Source: an optimization exercise on an open RTL-to-GDS flow (aim: small area). Production flows keep margins and buffers that such runs may drop.
Only simulation tests tie the RTL to the original design; equivalence was not proved.
Power figures rest on the tool's default switching activity, not on a simulated workload.

**flow/standard.sh**
```bash
#!/bin/bash
# synth_recipe.tcl (not shown) runs the flow's synth.tcl, then flattens the netlist and writes it again
# the make line also repeats each setting of config.mk as NAME=value (left out here)
make -C /OpenROAD-flow-scripts/flow DESIGN_CONFIG=/design/flow/config.mk WORK_HOME=/design/flow/orfs CLKGATE_MAP_FILE= SYNTH_SCRIPT=/design/flow/synth_recipe.tcl "${@:-finish}"
```
**flow/constraint.sdc**
```tcl
create_clock -name core_clock -period 25.0 [get_ports {clk}]
set_input_delay 5.0000 -clock core_clock [delete_from_list [all_inputs] [get_ports {clk}]]
set_output_delay 5.0000 -clock core_clock [all_outputs]
set_load 0.01 [all_outputs]
```
**flow/flow/run.sh**
```bash
#!/bin/bash
# The standard layout with these changes:
#  - synthesis maps the logic with flow/area.abc (an area-oriented ABC script, without the
#    delay-driven buffering and upsizing of ORFS's default script), and extracts only full
#    adders before it (half adders are left to ABC); everything else in synthesis,
#    including the register mapping, is the standard flow's own synth_recipe.tcl
#  - the port buffers are made from the smallest buffer cell (every input and output port
#    still gets its own buffer)
#  - clock tree synthesis adds no dummy load cells at the tree's leaves
#  - floorplan keeps synthesis's single tie cell per constant value instead of giving each
#    constant output port a tie cell of its own
#  - floorplan removes the buffers synthesis left (placement is not timing-driven here, so
#    global placement does not remove them); the 25 ns clock leaves ample slack
# make's output goes to flow_make.log here; each ORFS step keeps its own log under orfs/logs/.
set -euo pipefail
here=$(pwd)
{
  echo 'proc abc {args} {'
  echo '  set i [lsearch $args -script]'
  echo "  if {\$i >= 0} { lset args [expr {\$i + 1}] {$here/flow/area.abc} }"
  echo '  yosys abc {*}$args'
  echo '}'
  echo 'proc extract_fa {args} { yosys extract_fa -fa {*}$args }'
  cat synth_recipe.tcl
} > area_synth.tcl
sed "s#SYNTH_SCRIPT=[^ ]*synth_recipe.tcl#SYNTH_SCRIPT=$here/area_synth.tcl#" standard.sh > area_standard.sh
grep -q "SYNTH_SCRIPT=$here/area_synth.tcl" area_standard.sh
export BUFFER_PORTS_ARGS="-buffer_cell sky130_fd_sc_hd__buf_1"
export SKIP_REPAIR_TIE_FANOUT=1
export REMOVE_ABC_BUFFERS=1
export CTS_ARGS="-sink_clustering_enable -repair_clock_nets -dont_use_dummy_load -sink_clustering_size 20 -buf_list sky130_fd_sc_hd__clkbuf_8"
bash area_standard.sh > flow_make.log 2>&1
```
**flow/config.mk**
```make
export PLATFORM = sky130hd
export DESIGN_NAME = shooter_top
export DESIGN_NICKNAME = shooter_top
export VERILOG_FILES = /design/flow/design.v
export SDC_FILE = /design/flow/constraint.sdc
export NUM_CORES = 4
export LEC_CHECK = 0
export ABC_AREA = 1
export CAP_MARGIN = 20
export CORE_MARGIN = 2
export CORE_UTILIZATION = 55
export GPL_TIMING_DRIVEN = 0
export SLEW_MARGIN = 20
```
**flow/flow/area.abc**
```
strash
&get -n
&deepsyn -T 60
&put
dch -f
amap
topo
```
**flow/design.v**
```verilog
package shooter_pkg;
    typedef logic [8:0] coord_t;
    typedef logic [2:0] lane_t;
    typedef logic [9:0] score_t;
    typedef logic [7:0] row_t;
    localparam int NUM_SLOTS = 5;
    localparam int   SPRITE_W = 19;
    localparam row_t FIELD_H        = 8'd200;
    localparam row_t BULLET_START_Y = 8'd40;
    localparam int BTN_UP    = 3;
    localparam int BTN_DOWN  = 2;
    localparam int BTN_FIRE  = 1;
    localparam int BTN_START = 0;
    function automatic coord_t lane_x(input lane_t c);
        lane_x = {2'b00, c[2], c[1], c[0], c[0], c[0] & ~c[2], c[0] & ~c[1], 1'b0};
    endfunction
    function automatic coord_t bullet_x(input lane_t c);
        bullet_x = {2'b00, c[1] | c[2], c[0] & (~c[1] | c[2]), c[1] & c[2], c[1] & c[2],
                    ~(c[1] ^ c[2]), ~(c[0] & ~c[1]), 1'b1};
    endfunction
    function automatic logic [9:0] add10(input logic [9:0] a, input logic [9:0] b, input logic cin);
        logic c;
        c = cin;
        for (int i = 0; i < 10; i++) begin
            add10[i] = a[i] ^ b[i] ^ c;
            c        = (a[i] & b[i]) | (c & (a[i] ^ b[i]));
        end
    endfunction
endpackage
`timescale 1ns/1ps
module game_tick (
    input  logic                clk,
    input  logic                rstn,
    input  logic                active,
    input  logic                spawn_taken,
    input  shooter_pkg::lane_t  lane,
    output logic                tick,
    output logic                check_phase,
    output logic                spawn_phase,
    output logic                spawn_due,
    output shooter_pkg::lane_t  spawn_lane
);
    logic [4:0] cnt;
    logic       flag;
    logic [9:0] seed;
    logic [9:0] seed_next;
    logic [4:0] cnt_next;
    assign tick        = (cnt[1:0] == 2'd0) && !flag;
    assign check_phase = (cnt[1:0] == 2'd1) && flag;
    assign spawn_phase = (cnt[1:0] == 2'd2) && flag;
    always_ff @(posedge clk) begin
        if (!rstn) begin
            cnt  <= '0;
            flag <= 1'b1;
        end else begin
            cnt <= cnt_next;
            case (cnt[1:0])
                2'd0:    flag <= tick && active;
                2'd1:    flag <= flag;
                default: flag <= 1'b0;
            endcase
        end
    end
    always_ff @(posedge clk) begin
        if (!rstn) begin
            spawn_due <= 1'b0;
            seed      <= '0;
        end else begin
            if (spawn_taken) begin
                spawn_due <= 1'b0;
            end
            if (tick) begin
                seed <= seed_next;
                if (cnt[4:2] == 3'd0) begin
                    spawn_due <= 1'b1;
                end
            end
        end
    end
    always_comb begin
        logic c;
        c = 1'b1;
        for (int i = 0; i < 5; i++) begin
            cnt_next[i] = cnt[i] ^ c;
            c           = c & cnt[i];
        end
    end
    always_comb begin
        logic [9:0] w, t, u, m1, m2;
        w  = shooter_pkg::add10(seed, 10'd13, 1'b0);
        t  = shooter_pkg::add10(w << 3, ~w, 1'b1);
        u  = shooter_pkg::add10(t << 5, ~(t << 1), 1'b1);
        m1 = (lane[0] & ~lane[1]) ? u : 10'd0;
        m2 = (lane[1] & lane[2]) ? (u << 2) : (lane[1] ^ lane[2]) ? (u << 1) : 10'd0;
        seed_next = shooter_pkg::add10(shooter_pkg::add10(t, m1, 1'b0), m2, 1'b0);
    end
    logic [1:0] n1, n2, n3, n4;
    always_comb begin
        n1 = {(seed[0] & seed[4]) | (seed[8] & (seed[0] ^ seed[4])), seed[0] ^ seed[4] ^ seed[8]};
        n2 = {(seed[1] & seed[5]) | (seed[9] & (seed[1] ^ seed[5])), seed[1] ^ seed[5] ^ seed[9]};
        n4 = {seed[2] & seed[6], seed[2] ^ seed[6]};
        n3 = {seed[3] & seed[7], seed[3] ^ seed[7]};
        case ({n1, n2, n4, n3})
            8'b00000000: spawn_lane = 3'b000;
            8'b00000001: spawn_lane = 3'b101;
            8'b00000010: spawn_lane = 3'b001;
            8'b00000100: spawn_lane = 3'b111;
            8'b00000101: spawn_lane = 3'b011;
            8'b00000110: spawn_lane = 3'b000;
            8'b00001000: spawn_lane = 3'b101;
            8'b00001001: spawn_lane = 3'b001;
            8'b00001010: spawn_lane = 3'b111;
            8'b00010000: spawn_lane = 3'b011;
            8'b00010001: spawn_lane = 3'b000;
            8'b00010010: spawn_lane = 3'b101;
            8'b00010100: spawn_lane = 3'b001;
            8'b00010101: spawn_lane = 3'b111;
            8'b00010110: spawn_lane = 3'b011;
            8'b00011000: spawn_lane = 3'b000;
            8'b00011001: spawn_lane = 3'b101;
            8'b00011010: spawn_lane = 3'b001;
            8'b00100000: spawn_lane = 3'b111;
            8'b00100001: spawn_lane = 3'b011;
            8'b00100010: spawn_lane = 3'b000;
            8'b00100100: spawn_lane = 3'b101;
            8'b00100101: spawn_lane = 3'b001;
            8'b00100110: spawn_lane = 3'b111;
            8'b00101000: spawn_lane = 3'b011;
            8'b00101001: spawn_lane = 3'b000;
            8'b00101010: spawn_lane = 3'b101;
            8'b00110000: spawn_lane = 3'b001;
            8'b00110001: spawn_lane = 3'b111;
            8'b00110010: spawn_lane = 3'b011;
            8'b00110100: spawn_lane = 3'b000;
            8'b00110101: spawn_lane = 3'b101;
            8'b00110110: spawn_lane = 3'b001;
            8'b00111000: spawn_lane = 3'b111;
            8'b00111001: spawn_lane = 3'b011;
            8'b00111010: spawn_lane = 3'b000;
            8'b01000000: spawn_lane = 3'b001;
            8'b01000001: spawn_lane = 3'b111;
            8'b01000010: spawn_lane = 3'b011;
            8'b01000100: spawn_lane = 3'b000;
            8'b01000101: spawn_lane = 3'b101;
            8'b01000110: spawn_lane = 3'b001;
            8'b01001000: spawn_lane = 3'b111;
            8'b01001001: spawn_lane = 3'b011;
            8'b01001010: spawn_lane = 3'b000;
            8'b01010000: spawn_lane = 3'b101;
            8'b01010001: spawn_lane = 3'b001;
            8'b01010010: spawn_lane = 3'b111;
            8'b01010100: spawn_lane = 3'b011;
            8'b01010101: spawn_lane = 3'b000;
            8'b01010110: spawn_lane = 3'b101;
            8'b01011000: spawn_lane = 3'b001;
            8'b01011001: spawn_lane = 3'b111;
            8'b01011010: spawn_lane = 3'b011;
            8'b01100000: spawn_lane = 3'b000;
            8'b01100001: spawn_lane = 3'b101;
            8'b01100010: spawn_lane = 3'b001;
            8'b01100100: spawn_lane = 3'b111;
            8'b01100101: spawn_lane = 3'b011;
            8'b01100110: spawn_lane = 3'b000;
            8'b01101000: spawn_lane = 3'b101;
            8'b01101001: spawn_lane = 3'b001;
            8'b01101010: spawn_lane = 3'b111;
            8'b01110000: spawn_lane = 3'b011;
            8'b01110001: spawn_lane = 3'b000;
            8'b01110010: spawn_lane = 3'b101;
            8'b01110100: spawn_lane = 3'b001;
            8'b01110101: spawn_lane = 3'b111;
            8'b01110110: spawn_lane = 3'b011;
            8'b01111000: spawn_lane = 3'b000;
            8'b01111001: spawn_lane = 3'b101;
            8'b01111010: spawn_lane = 3'b001;
            8'b10000000: spawn_lane = 3'b011;
            8'b10000001: spawn_lane = 3'b000;
            8'b10000010: spawn_lane = 3'b101;
            8'b10000100: spawn_lane = 3'b001;
            8'b10000101: spawn_lane = 3'b111;
            8'b10000110: spawn_lane = 3'b011;
            8'b10001000: spawn_lane = 3'b000;
            8'b10001001: spawn_lane = 3'b101;
            8'b10001010: spawn_lane = 3'b001;
            8'b10010000: spawn_lane = 3'b111;
            8'b10010001: spawn_lane = 3'b011;
            8'b10010010: spawn_lane = 3'b000;
            8'b10010100: spawn_lane = 3'b101;
            8'b10010101: spawn_lane = 3'b001;
            8'b10010110: spawn_lane = 3'b111;
            8'b10011000: spawn_lane = 3'b011;
            8'b10011001: spawn_lane = 3'b000;
            8'b10011010: spawn_lane = 3'b101;
            8'b10100000: spawn_lane = 3'b001;
            8'b10100001: spawn_lane = 3'b111;
            8'b10100010: spawn_lane = 3'b011;
            8'b10100100: spawn_lane = 3'b000;
            8'b10100101: spawn_lane = 3'b101;
            8'b10100110: spawn_lane = 3'b001;
            8'b10101000: spawn_lane = 3'b111;
            8'b10101001: spawn_lane = 3'b011;
            8'b10101010: spawn_lane = 3'b000;
            8'b10110000: spawn_lane = 3'b101;
            8'b10110001: spawn_lane = 3'b001;
            8'b10110010: spawn_lane = 3'b111;
            8'b10110100: spawn_lane = 3'b011;
            8'b10110101: spawn_lane = 3'b000;
            8'b10110110: spawn_lane = 3'b101;
            8'b10111000: spawn_lane = 3'b001;
            8'b10111001: spawn_lane = 3'b111;
            8'b10111010: spawn_lane = 3'b011;
            8'b11000000: spawn_lane = 3'b101;
            8'b11000001: spawn_lane = 3'b001;
            8'b11000010: spawn_lane = 3'b111;
            8'b11000100: spawn_lane = 3'b011;
            8'b11000101: spawn_lane = 3'b000;
            8'b11000110: spawn_lane = 3'b101;
            8'b11001000: spawn_lane = 3'b001;
            8'b11001001: spawn_lane = 3'b111;
            8'b11001010: spawn_lane = 3'b011;
            8'b11010000: spawn_lane = 3'b000;
            8'b11010001: spawn_lane = 3'b101;
            8'b11010010: spawn_lane = 3'b001;
            8'b11010100: spawn_lane = 3'b111;
            8'b11010101: spawn_lane = 3'b011;
            8'b11010110: spawn_lane = 3'b000;
            8'b11011000: spawn_lane = 3'b101;
            8'b11011001: spawn_lane = 3'b001;
            8'b11011010: spawn_lane = 3'b111;
            8'b11100000: spawn_lane = 3'b011;
            8'b11100001: spawn_lane = 3'b000;
            8'b11100010: spawn_lane = 3'b101;
            8'b11100100: spawn_lane = 3'b001;
            8'b11100101: spawn_lane = 3'b111;
            8'b11100110: spawn_lane = 3'b011;
            8'b11101000: spawn_lane = 3'b000;
            8'b11101001: spawn_lane = 3'b101;
            8'b11101010: spawn_lane = 3'b001;
            8'b11110000: spawn_lane = 3'b111;
            8'b11110001: spawn_lane = 3'b011;
            8'b11110010: spawn_lane = 3'b000;
            8'b11110100: spawn_lane = 3'b101;
            8'b11110101: spawn_lane = 3'b001;
            8'b11110110: spawn_lane = 3'b111;
            8'b11111000: spawn_lane = 3'b011;
            8'b11111001: spawn_lane = 3'b000;
            8'b11111010: spawn_lane = 3'b101;
            default: spawn_lane = 3'b000;
        endcase
    end
endmodule
`timescale 1ns/1ps
module player_ctrl (
    input  logic                  clk,
    input  logic                  rstn,
    input  logic [3:0]            btn,
    input  logic                  player_hit,
    output logic                  restart,
    output logic                  active,
    output logic                  fire_req,
    output logic                  playing,
    output logic                  player_alive,
    output shooter_pkg::lane_t    lane
);
    assign restart  = btn[shooter_pkg::BTN_START] && !active;
    assign active   = playing && player_alive;
    assign fire_req = btn[shooter_pkg::BTN_FIRE] && active;
    always_ff @(posedge clk) begin
        if (!rstn) begin
            playing      <= 1'b0;
            player_alive <= 1'b1;
            lane         <= '0;
        end else if (restart) begin
            playing      <= 1'b1;
            player_alive <= 1'b1;
            lane         <= '0;
        end else if (active) begin
            if (player_hit) begin
                player_alive <= 1'b0;
            end
            if (btn[shooter_pkg::BTN_UP]) begin
                case (lane)
                    3'b000:  lane <= 3'b111;
                    3'b001:  lane <= 3'b000;
                    3'b011:  lane <= 3'b001;
                    3'b101:  lane <= 3'b011;
                    default: lane <= 3'b101;
                endcase
            end else if (btn[shooter_pkg::BTN_DOWN]) begin
                case (lane)
                    3'b000:  lane <= 3'b001;
                    3'b001:  lane <= 3'b011;
                    3'b011:  lane <= 3'b101;
                    3'b101:  lane <= 3'b111;
                    default: lane <= 3'b000;
                endcase
            end
        end
    end
endmodule
`timescale 1ns/1ps
module bullet_bank (
    input  logic                                   clk,
    input  logic                                   rstn,
    input  logic                                   restart,
    input  logic                                   fire_req,
    input  logic                                   step,
    input  shooter_pkg::lane_t                     lane,
    input  logic [shooter_pkg::NUM_SLOTS-1:0]      bullet_kill,
    output logic [shooter_pkg::NUM_SLOTS-1:0]      alive,
    output logic [shooter_pkg::NUM_SLOTS-1:0][2:0]                     b_lane,
    output logic [shooter_pkg::NUM_SLOTS-1:0][7:0]                      b_y
);
    localparam int N = shooter_pkg::NUM_SLOTS;
    logic [N-1:0] load;
    logic [N-1:0] leaving;
    logic [N-1:0][7:0] y_next;
    always_comb begin
        for (int i = 0; i < N; i++) begin
            logic c;
            c = step;
            for (int k = 0; k < 8; k++) begin
                y_next[i][k] = b_y[i][k] ^ c;
                c            = c & b_y[i][k];
            end
        end
    end
    always_comb begin
        for (int i = 0; i < N; i++) begin
            load[i] = fire_req && !alive[i];
            for (int j = 0; j < i; j++) begin
                if (!alive[j]) load[i] = 1'b0;
            end
        end
    end
    always_comb begin
        for (int i = 0; i < N; i++) begin
            leaving[i] = b_y[i][7] && b_y[i][6] && b_y[i][3];
        end
    end
    always_ff @(posedge clk) begin
        if (!rstn || restart) begin
            alive <= '0;
        end else begin
            alive <= (alive & ~bullet_kill & ~({N{step}} & leaving)) | load;
        end
    end
    always_ff @(posedge clk) begin
        for (int i = 0; i < N; i++) begin
            if (alive[i]) begin
                b_y[i]    <= y_next[i];
            end else begin
                b_y[i]    <= shooter_pkg::BULLET_START_Y;
                b_lane[i] <= lane;
            end
        end
    end
endmodule
`timescale 1ns/1ps
module enemy_bank (
    input  logic                                   clk,
    input  logic                                   rstn,
    input  logic                                   restart,
    input  logic                                   step,
    input  logic                                   spawn_en,
    input  shooter_pkg::lane_t                     spawn_lane,
    input  logic [shooter_pkg::NUM_SLOTS-1:0]      enemy_kill,
    output logic [shooter_pkg::NUM_SLOTS-1:0]      alive,
    output logic [shooter_pkg::NUM_SLOTS-1:0][2:0]                     e_lane,
    output logic [shooter_pkg::NUM_SLOTS-1:0][7:0]                      e_y,
    output logic                                   spawn_taken
);
    localparam int N = shooter_pkg::NUM_SLOTS;
    logic [N-1:0] load;
    logic [N-1:0][7:0] y_next;
    always_comb begin
        for (int i = 0; i < N; i++) begin
            logic c;
            c = step;
            for (int k = 0; k < 8; k++) begin
                y_next[i][k] = e_y[i][k] ^ c;
                c            = c & ~e_y[i][k];
            end
        end
    end
    always_comb begin
        for (int i = 0; i < N; i++) begin
            load[i] = spawn_en && !alive[i];
            for (int j = 0; j < i; j++) begin
                if (!alive[j]) load[i] = 1'b0;
            end
        end
    end
    assign spawn_taken = spawn_en && !(&alive);
    always_ff @(posedge clk) begin
        if (!rstn || restart) begin
            alive <= '0;
        end else begin
            alive <= (alive & ~enemy_kill) | load;
        end
    end
    always_ff @(posedge clk) begin
        for (int i = 0; i < N; i++) begin
            if (alive[i]) begin
                e_y[i]    <= y_next[i];
            end else begin
                e_y[i]    <= shooter_pkg::FIELD_H;
                e_lane[i] <= spawn_lane;
            end
        end
    end
endmodule
`timescale 1ns/1ps
module collision_unit (
    input  logic                                   clk,
    input  logic                                   rstn,
    input  logic                                   restart,
    input  logic                                   checking,
    input  shooter_pkg::lane_t                     p_lane,
    input  logic [shooter_pkg::NUM_SLOTS-1:0]      b_alive,
    input  logic [shooter_pkg::NUM_SLOTS-1:0][2:0]                     b_lane,
    input  logic [shooter_pkg::NUM_SLOTS-1:0][7:0]                      b_y,
    input  logic [shooter_pkg::NUM_SLOTS-1:0]      e_alive,
    input  logic [shooter_pkg::NUM_SLOTS-1:0][2:0]                     e_lane,
    input  logic [shooter_pkg::NUM_SLOTS-1:0][7:0]                      e_y,
    output logic [shooter_pkg::NUM_SLOTS-1:0]      bullet_kill,
    output logic [shooter_pkg::NUM_SLOTS-1:0]      enemy_kill,
    output logic                                   player_hit,
    output shooter_pkg::score_t                    score
);
    localparam int N = shooter_pkg::NUM_SLOTS;
    logic [N-1:0] hit_bullet;
    logic [N-1:0] hit_enemy;
    logic [N-1:0] crash_enemy;
    logic [2:0]   hit_cnt;
    logic [N-1:0] b_at40;
    logic [N-1:0] e_low;
    logic [N-1:0] e_at11;
    logic [N-1:0][7:0] b_top;
    logic [N-1:0][N-1:0] ov;
    function automatic logic le8(input logic [7:0] a, input logic [7:0] b);
        logic c;
        c = 1'b1;
        for (int i = 0; i < 8; i++) begin
            c = (~a[i] & b[i]) | ((~a[i] | b[i]) & c);
        end
        le8 = c;
    endfunction
    always_comb begin
        for (int b = 0; b < N; b++) begin
            b_at40[b] = (b_y[b] == 8'd40);
            b_top[b]  = 8'(shooter_pkg::add10({2'b00, b_y[b]}, 10'd14, 1'b0));
        end
        for (int e = 0; e < N; e++) begin
            e_low[e]  = (e_y[e][7:4] == 4'd0) && !(e_y[e][3] && e_y[e][2]);
            e_at11[e] = (e_y[e] == 8'd11);
        end
        for (int b = 0; b < N; b++) begin
            for (int e = 0; e < N; e++) begin
                ov[b][e] = b_alive[b] && e_alive[e] && (b_lane[b] == e_lane[e]) &&
                           le8(e_y[e], b_top[b]) && (!e_low[e] || (e_at11[e] && b_at40[b]));
            end
        end
    end
    always_comb begin
        logic [N-1:0] avail, m, pick, seen;
        avail = '1;
        for (int b = 0; b < N; b++) begin
            m    = ov[b] & avail;
            seen = '0;
            for (int e = 0; e < N; e++) begin
                pick[e] = m[e] & ~|seen;
                seen[e] = m[e];
            end
            hit_bullet[b] = |m;
            avail = avail & ~pick;
        end
        hit_enemy = ~avail;
        begin
            logic s1, c1, s2, c2;
            s1 = bullet_kill[0] ^ bullet_kill[1] ^ bullet_kill[2];
            c1 = (bullet_kill[0] & bullet_kill[1]) | (bullet_kill[2] & (bullet_kill[0] ^ bullet_kill[1]));
            s2 = s1 ^ bullet_kill[3] ^ bullet_kill[4];
            c2 = (s1 & bullet_kill[3]) | (bullet_kill[4] & (s1 ^ bullet_kill[3]));
            hit_cnt = {c1 & c2, c1 ^ c2, s2};
        end
        for (int e = 0; e < N; e++) begin
            crash_enemy[e] = e_alive[e] && (e_y[e] == 8'd0 ||
                             (e_lane[e] == p_lane && e_y[e][7:5] == 3'd0 && !(&e_y[e][4:1])));
        end
    end
    assign bullet_kill = checking ? hit_bullet : '0;
    assign enemy_kill  = checking ? (hit_enemy | crash_enemy) : '0;
    assign player_hit  = checking && (|crash_enemy);
    always_ff @(posedge clk) begin
        if (!rstn || restart) begin
            score <= '0;
        end else begin
            score <= shooter_pkg::add10(score, {7'd0, hit_cnt}, 1'b0);
        end
    end
endmodule
`timescale 1ns/1ps
module shooter_top #(
    parameter int TICK_CYCLES = 4,
    parameter int SPAWN_TICKS = 8
) (
    input  logic                                             clk,
    input  logic                                             rstn,
    input  logic [3:0]                                       btn,
    output logic                                             playing,
    output logic                                             player_alive,
    output shooter_pkg::coord_t                              player_x,
    output shooter_pkg::score_t                              score,
    output logic [shooter_pkg::NUM_SLOTS*shooter_pkg::SPRITE_W-1:0] bullets,
    output logic [shooter_pkg::NUM_SLOTS*shooter_pkg::SPRITE_W-1:0] enemies
);
    localparam int N = shooter_pkg::NUM_SLOTS;
    logic               tick;
    logic               check_phase;
    logic               spawn_phase;
    logic               spawn_due;
    logic               spawn_taken;
    shooter_pkg::lane_t spawn_lane;
    logic               restart;
    logic               active;
    logic               fire_req;
    shooter_pkg::lane_t lane;
    logic               step;
    logic               checking;
    logic               spawn_en;
    logic [N-1:0]       bullet_kill;
    logic [N-1:0]       enemy_kill;
    logic               player_hit;
    logic [N-1:0]       b_alive;
    logic [N-1:0][2:0] b_lane;
    logic [N-1:0][7:0] b_y;
    logic [N-1:0]       e_alive;
    logic [N-1:0][2:0] e_lane;
    logic [N-1:0][7:0] e_y;
    assign step     = tick && active;
    assign checking = check_phase;
    assign spawn_en = spawn_phase && active && spawn_due;
    game_tick u_game_tick (
        .clk         (clk),
        .rstn        (rstn),
        .active      (active),
        .spawn_taken (spawn_taken),
        .lane        (lane),
        .tick        (tick),
        .check_phase (check_phase),
        .spawn_phase (spawn_phase),
        .spawn_due   (spawn_due),
        .spawn_lane  (spawn_lane)
    );
    player_ctrl u_player_ctrl (
        .clk          (clk),
        .rstn         (rstn),
        .btn          (btn),
        .player_hit   (player_hit),
        .restart      (restart),
        .active       (active),
        .fire_req     (fire_req),
        .playing      (playing),
        .player_alive (player_alive),
        .lane         (lane)
    );
    bullet_bank u_bullet_bank (
        .clk         (clk),
        .rstn        (rstn),
        .restart     (restart),
        .fire_req    (fire_req),
        .step        (step),
        .lane        (lane),
        .bullet_kill (bullet_kill),
        .alive       (b_alive),
        .b_lane      (b_lane),
        .b_y         (b_y)
    );
    enemy_bank u_enemy_bank (
        .clk         (clk),
        .rstn        (rstn),
        .restart     (restart),
        .step        (step),
        .spawn_en    (spawn_en),
        .spawn_lane  (spawn_lane),
        .enemy_kill  (enemy_kill),
        .alive       (e_alive),
        .e_lane      (e_lane),
        .e_y         (e_y),
        .spawn_taken (spawn_taken)
    );
    collision_unit u_collision_unit (
        .clk         (clk),
        .rstn        (rstn),
        .restart     (restart),
        .checking    (checking),
        .p_lane      (lane),
        .b_alive     (b_alive),
        .b_lane      (b_lane),
        .b_y         (b_y),
        .e_alive     (e_alive),
        .e_lane      (e_lane),
        .e_y         (e_y),
        .bullet_kill (bullet_kill),
        .enemy_kill  (enemy_kill),
        .player_hit  (player_hit),
        .score       (score)
    );
    assign player_x = shooter_pkg::lane_x(lane);
    always_comb begin
        for (int i = 0; i < N; i++) begin
            bullets[i*shooter_pkg::SPRITE_W +: shooter_pkg::SPRITE_W] =
                {b_alive[i], shooter_pkg::bullet_x(b_lane[i]), 1'b0, b_y[i]};
            enemies[i*shooter_pkg::SPRITE_W +: shooter_pkg::SPRITE_W] =
                {e_alive[i], shooter_pkg::lane_x(e_lane[i]), 1'b0, e_y[i]};
        end
    end
endmodule
```
==> reports/metrics.yaml, run 1 <==
status: "finished clean"
syn_avg_cell_area_sq_um: 7.41
ys_warn_count: 6
firstDrtPassIters: 8
fmax_mhz: 127
initial_utilization_pct: 55.5
die-width_um: 146
cts-htree-levels: 4
place.detailed.hpwl_um: 35000
postSynthCellCount: 1502
synthFlopType: "dfxtp_1"
critPathCaptureType: "register"
fin_nets: 1674
holdBufCountCts: 0
clk_path_buf_depth: 2
ys_top_cells_by_area: "dfxtp_1, nor2_1, edfxtp_1, clkinv_1, o21ai_0"
port_buffers: 173
slew_headroom_pct: 22.3
finalSetupViolCount: 0
ios: 217
hp-class: "reg -> reg"
drc: 0
cts_made_buffers: 17
drt_iter0_drc: 2068
hold_viol: 0
startpoint_type: "register"
final_layout_size_suffix_gt1_share_pct: 1.16
antenna_cells: 0
final_common_cell: "nor2_1"
ant_nets: 0
p_leak_uw: 0.00373
crit_type: "reg -> reg"
cts_root_buf: "clkbuf_8"
grt_pass1_vias: 11800
wl_per_cell_um: 24.3
cts_resized: 0
cts_setup_buffers: 0
cts_sinks: 152
grt_usage_pct: 41.8
p_per_area_nw_per_um2: 60.9
fin_skew_ns: 0.0309
dp_cells: 1890
drv_cap: 0
fin_setup_tns_ns: 0
vdd_drop_max_v: 0.0000499
layout_common_cells: "nor2_1, clkinv_1, buf_1"
fp.dieH_um: 146
overflow: 0
routed_via_density: 6.91
slew_violations: 0
cts_tree: "built"
rsz0062_at_grt: "no"
crit_fanout: 10
antenna_found_initial: 0
fin_util_pct: 59.6
synth_top_area_share_pct: 22.0
gp_congestion: 1.04
slowest_stage: "a2111oi_1"
placement_rows: 52
clk_pin_slew_ns: 0.08
total_power_uw: 728
synth_edf_count: 30
ys_seq_area_share_pct: 30.1
grt_pass1_wl_um: 68600
ys_types: 45
clkLatencyLatePin_ns: 0.48
max_stage_delay_ns: 1.00
area_delta_synth_final_pct: 7.38
finalCritPeriodShare_pct: 31.4
place_area_sq_um: 11700
routed_wl_um: 46400
stdcell_area_sq_um: 11900
die_area_sq_um: 21400
core_sq_um: 20000
cp.arrival_ns: 8.21
synth_top_cell_by_area: "dfxtp_1"
syn_area_sq_um: 11100
async_reset_ff_share_pct: 0
ys_ff_latch: 152
grt_max_degree: 39
tightest_slew_ns: 1.15
period_minus_slack_ns: 7.85
vias: 13200
cp_data_required_time_ns: 25.36
stdcell_count: 1907
## where the power goes
| group | internal (uW) | switching (uW) |
|---|---|---|
| Combinational | 86.6 | 161 |
| Sequential | 276 | 53.8 |
| Clock | 60.1 | 89.9 |
| Total | 422 | 305 |
## area by class of cell
| class | instances | area (sq um) |
|---|---|---|
| Timing Repair Buffer | 173 | 649 |
| Inverter | 229 | 860 |
| Sequential cell | 152 | 3340 |
| Tap cell | 270 | 338 |
| Fill cell | 1977 | 8100 |
| Multi-Input combinational cell | 1066 | 6520 |
| Clock buffer | 17 | 234 |
## final timing paths
path                                  start                         to  slack [ns]  cells after the start
setup / recovery       u_bullet_bank.b_y[1]  u_collision_unit.score[9]       17.15                     31
hold / removal    u_collision_unit.score[9]  u_collision_unit.score[9]        0.46                      1
setup reg to reg       u_bullet_bank.b_y[1]  u_collision_unit.score[9]       17.15                     31
hold reg to reg   u_collision_unit.score[9]  u_collision_unit.score[9]        0.46                      1
## sequential cells by signal, indices dropped and copies added, names as in the netlist, 3 cells and up
register	flops
u_enemy_bank.e_lane	15
u_bullet_bank.b_lane	15
u_game_tick.cnt	5
u_bullet_bank.alive	5
u_bullet_bank.b_y	40
u_collision_unit.score	10
u_game_tick.seed	10
u_enemy_bank.alive	5
u_enemy_bank.e_y	40
u_player_ctrl.lane	3
## kinds of logic after synthesis
| family | after synthesis | share of synthesized area [%] |
|---|---|---|
| adder cells (fa/ha/maj) | 29 | 5.22 |
| buffers and inverters | 284 | 11.4 |
| other | 2 | 0.0675 |
| AND/OR/NAND/NOR | 445 | 17.0 |
| AO/OA/AOI/OAI | 590 | 36.2 |
| flip-flops | 152 | 30.1 |
## synth_stat cells (2+ instances only)
cell       count
o22ai_1       72
or4_1          5
a21oi_1       97
and2_0         4
o221a_1        6
edfxtp_1      30
o21ai_0      133
o211ai_1      11
o221ai_1      44
a221oi_1      46
nand4_1       16
buf_4         54
nor2_1       249
nor2b_1       10
a211oi_1      32
a21o_1         2
o2111ai_1     15
a31oi_1       13
nand2b_1       5
dfxtp_1      122
or2_0          5
nand3_1       16
a222oi_1      33
conb_1         2
nor4_1         4
a2111oi_0     21
nand2_1       82
nor3_1        37
o21a_1        24
a41oi_1        2
fa_1          29
clkinv_1     229
and3_1         6
or3_1          6
a22oi_1       27
o21bai_1       4
## through the flow
stage | hold slack, ns | setup WS, ns
after CTS | 0.471 | 17.46
final | 0.464 | 17.15
after global placement | 0.451 | 17.28
after floorplan | 0.438 | 18.58
after detailed placement | 0.458 | 17.33
after global routing | 0.507 | 16.70
## layer usage
layer | wire, um | up-vias | track usage [%]
li1 | - | 5886 | -
met1 | 18100 | 6067 | 57.3
met2 | 19600 | 1023 | 62.1
met3 | 6400 | 200 | 11.8
met4 | 2240 | 0 | 17.7
met5 | 0 | - | 0
## worst max-delay path: cells and delay by family, from the launching register on
kind | cells | cell delay, ns
simple gates | 16 | 2.45
buf+inv | 4 | 0.76
flops | 1 | 0.53
compound gates | 8 | 2.93
fa+ha+maj | 3 | 1.04
==> inputs of run 2 (changes only) <==
--- a/flow/config.mk
+++ b/flow/config.mk
@@ -8,6 +8,6 @@
 export ABC_AREA = 1
 export CAP_MARGIN = 20
 export CORE_MARGIN = 2
-export CORE_UTILIZATION = 55
+export CORE_UTILIZATION = 40
 export GPL_TIMING_DRIVEN = 0
 export SLEW_MARGIN = 20
==> run 2 against run 1 <==
Compared with the run above:
- count of clock-buffer cells in the layout stayed put
- largest power group unchanged
- utilization is 16 points lower
- still clean
- cell count increased by 5.7%
- via count shrank 1.6%
- cell area increased by 1.2%
- clock skew is 0.0058 ns higher
- power shrank 0.69%
- sequential cell count is the same
- synthesized area unchanged
==> reports/metrics.yaml, run 2 <==
slowest_stage: "a2111oi_1"  # unchanged
cp_num_buf_inv: 4  # unchanged
synth_most_common_cell: "nor2_1"  # unchanged
core_sq_um: 27600  # was 20,000 sq um
cts_resized: 0  # unchanged
top_layer_used: "met4"  # unchanged
hold_ws_ns: 0.468  # was 0.464 ns
drt_iter0_drc: 1651  # was 2,068
hold_viol: 0  # unchanged
dpl_worst_slack_ns: 17.05  # was 17.33 ns
synthFlopType: "dfxtp_1"  # unchanged
clkLatencyLatePin_ns: 0.48  # about the same
fin_skew_ns: 0.0367  # was 0.0309 ns
dr_wl_met2_um: 21100  # was 19,600 um
min_path_cells: 1  # unchanged
die-width_um: 171  # was 146 um
routed_wl_um: 48800  # was 46,400 um
layout_common_cells: "nor2_1, clkinv_1, buf_1"  # unchanged
crit_family: "compound AO/OA/AOI/OAI gates"  # unchanged
placement_rows: 61  # was 52
critPathMostFrequentCell: "nor2_1"
synth_commonest_cells: "nor2_1, clkinv_1, o21ai_0"  # unchanged
vias: 13000  # was 13,200
gp_congestion: 0.996  # was 1.04
initial_utilization_pct: 40.4  # was 55.5%
worst_r2r_endpoint: "u_collision_unit.score[9]"  # unchanged
fp.dieH_um: 171  # was 146 um
tightest_slew_ns: 1.19  # was 1.15 ns
fillers: 2957  # was 1,977
cts_made_buffers: 17  # unchanged
cp.arrival_ns: 8.72  # was 8.21 ns
min_from: "u_collision_unit.score[9]"  # unchanged
ff2ff_setup_slack_ns: 16.65  # was 17.15 ns
finalSetupViolCount: 0  # unchanged
ys_top_cells_by_area: "dfxtp_1, nor2_1, edfxtp_1, clkinv_1, o21ai_0"  # unchanged
ant_nets: 0  # unchanged
port_buffers: 173  # unchanged
critPathCaptureType: "register"  # unchanged
synth_top_area_share_pct: 22.0  # unchanged
async_reset_ff_share_pct: 0  # unchanged
cts_sinks: 152  # unchanged
antenna_cells: 0  # unchanged
ys_ff_latch: 152  # unchanged
clk_path_buf_depth: 2  # unchanged
wl_met3_um: 5080  # was 6400 um
grt_max_degree: 39  # unchanged
slew_violations: 0  # unchanged
rr_startpoint: "u_bullet_bank.b_y[1]"  # unchanged
p_leak_uw: 0.00374  # was 0.00373 uW
rsz0062_at_grt: "no"  # unchanged
ys_types: 45  # unchanged
cts-htree-levels: 4  # unchanged
r2r_cells: 29  # was 31
p_per_area_nw_per_um2: 59.8  # was 60.9 nW/um^2
status: "finished clean"  # unchanged
ys_warn_count: 6  # unchanged
cts_root_buf: "clkbuf_8"  # unchanged
synth_edf_count: 30  # unchanged
postSynthCellCount: 1502  # unchanged
fin_nets: 1675  # was 1,674
wl_met1_um: 20800  # was 18,100 um
cts_tree: "built"  # unchanged
slew_headroom_pct: 20.0  # was 22.3%
syn_area_sq_um: 11100  # unchanged
grt_pass1_wl_um: 72100  # was 68,600 um
max_stage_delay_ns: 0.93  # was 1.00 ns
place.detailed.hpwl_um: 37500  # was 35,000 um
clk_pin_slew_ns: 0.09  # was 0.08 ns
largestRegisters: "u_bullet_bank.b_y: 40 flops, u_enemy_bank.e_y: 40 flops"  # unchanged
drv_cap: 0  # unchanged
fin_ws_ns: 16.65  # was 17.15 ns
ys_seq_area_share_pct: 30.1  # unchanged
antenna_found_initial: 0  # unchanged
grt_usage_pct: 33.1  # was 41.8%
vdd_drop_max_v: 0.0000548  # was 0.0000499 V
final_common_cell: "nor2_1"  # unchanged
firstDrtPassIters: 7  # was 8
drc: 0  # unchanged
finalCritPeriodShare_pct: 33.4  # was 31.4%
crit_fanout: 10  # unchanged
holdBufCountCts: 0  # unchanged
grt_pass1_vias: 11600  # was 11,800
ios: 217  # unchanged
startpoint: "u_bullet_bank.b_y[1]"  # unchanged
die_area_sq_um: 29200  # was 21,400 sq um
area_delta_synth_final_pct: 8.67  # was 7.38%
fin_setup_tns_ns: 0  # unchanged
hp-class: "reg -> reg"  # unchanged
holdPathEnd: "u_collision_unit.score[9]"  # unchanged
routed_via_density: 6.43  # was 6.91
syn_avg_cell_area_sq_um: 7.41  # unchanged
cts_setup_buffers: 0  # unchanged
overflow: 0  # unchanged
fmax_mhz: 120  # was 127 MHz
final_layout_size_suffix_gt1_share_pct: 1.28  # was 1.16%
wl_per_cell_um: 24.2  # was 24.3 um
cp_data_required_time_ns: 25.37  # was 25.36 ns
startpoint_type: "register"  # unchanged
period_minus_slack_ns: 8.35  # was 7.85 ns
synth_top_cell_by_area: "dfxtp_1"  # unchanged
crit_type: "reg -> reg"  # unchanged
## run 2: cell counts after synthesis
No cell type changed its count.
## run 2: worst max-delay path by stage
stage / endpoint / slack (ns) / depth (start not counted)
after global placement: u_collision_unit.score[9] / 16.88 / 29
final: u_collision_unit.score[9] / 16.65 / 29
after CTS: u_collision_unit.score[9] / 17.03 / 28
after floorplan: u_collision_unit.score[9] / 18.58 / 30
after detailed placement: u_collision_unit.score[9] / 17.05 / 28
after global routing: u_collision_unit.score[9] / 16.19 / 29
## run 2: metrics by stage
step                total power [uW]  cells  util, %  instance area [sq um]
floorplan                        483   1447        -                  10700
global placement                 569   1998     43.0                  11800
detailed placement               571   1999     43.0                  11900
CTS                              718   2016     43.9                  12100
global route                     765   2016     43.9                  12100
finish                           723   2016     43.9                  12100
## run 2: power breakdown
part	internal [uW]	switching [uW]	leakage, uW	total (uW)
Clock	60.2	91.1	0.000122	151
Sequential	276	49.9	0.00132	326
Combinational	85.3	160	0.00230	246
## run 2: final cells by class
| type | instances | area [sq um] | share of cell area [%] |
|---|---|---|---|
| clock buffer | 17 | 234 | 1.94 |
| tap | 378 | 473 | 3.91 |
| timing repair buffer | 174 | 654 | 5.41 |
| multi-input combinational | 1066 | 6520 | 54.0 |
| sequential | 152 | 3340 | 27.7 |
| inverter | 229 | 860 | 7.11 |
## run 2: cell families after synthesis
family,count (synthesis),share of synthesized area [%]
buffers and inverters,284,11.4
other,2,0.0675
AO/OA/AOI/OAI,590,36.2
flip-flops,152,30.1
adder cells (fa/ha/maj),29,5.22
AND/OR/NAND/NOR,445,17.0
## run 2: routing by layer
metal  track usage [%]  vias up
met4              13.2        0
li1                  -     5906
met1              46.7     6172
met2              49.6      772
met3              6.57      115
met5                 0        -

==> separate check: timing with driven ports <==
In the flow no input, the clock included, has a driving cell. The finished layouts below were timed again as built, in two steps. Step 1 sets driving cells, clkbuf_16 on the clock port and buf_2 on the other inputs (assumed; they add their load-dependent delay and slew). Step 2 moves the port delays by t, midway between the first and last clock arrival at a register: inputs arrive t later, outputs are due t later. That takes back most of the time a late clock gives input paths. a / b / c = no drivers / after step 1 / after step 2; a / b = the first two.
run | t (ns) | slack for setup (ns) | worst slew at a driven data input, ns | cell pins on the clock port's net
run 1 | 0.512 | 17.149 / 17.149 / 17.132 | 0.03 | 1
run 2 | 0.508 | 16.650 / 16.650 / 16.650 | 0.03 | 1
After both steps setup and hold are still met in every run listed. For run 1, which loses most, drivers alone change the setup slack by 0.000 ns; drivers and shift together by -0.017 ns.
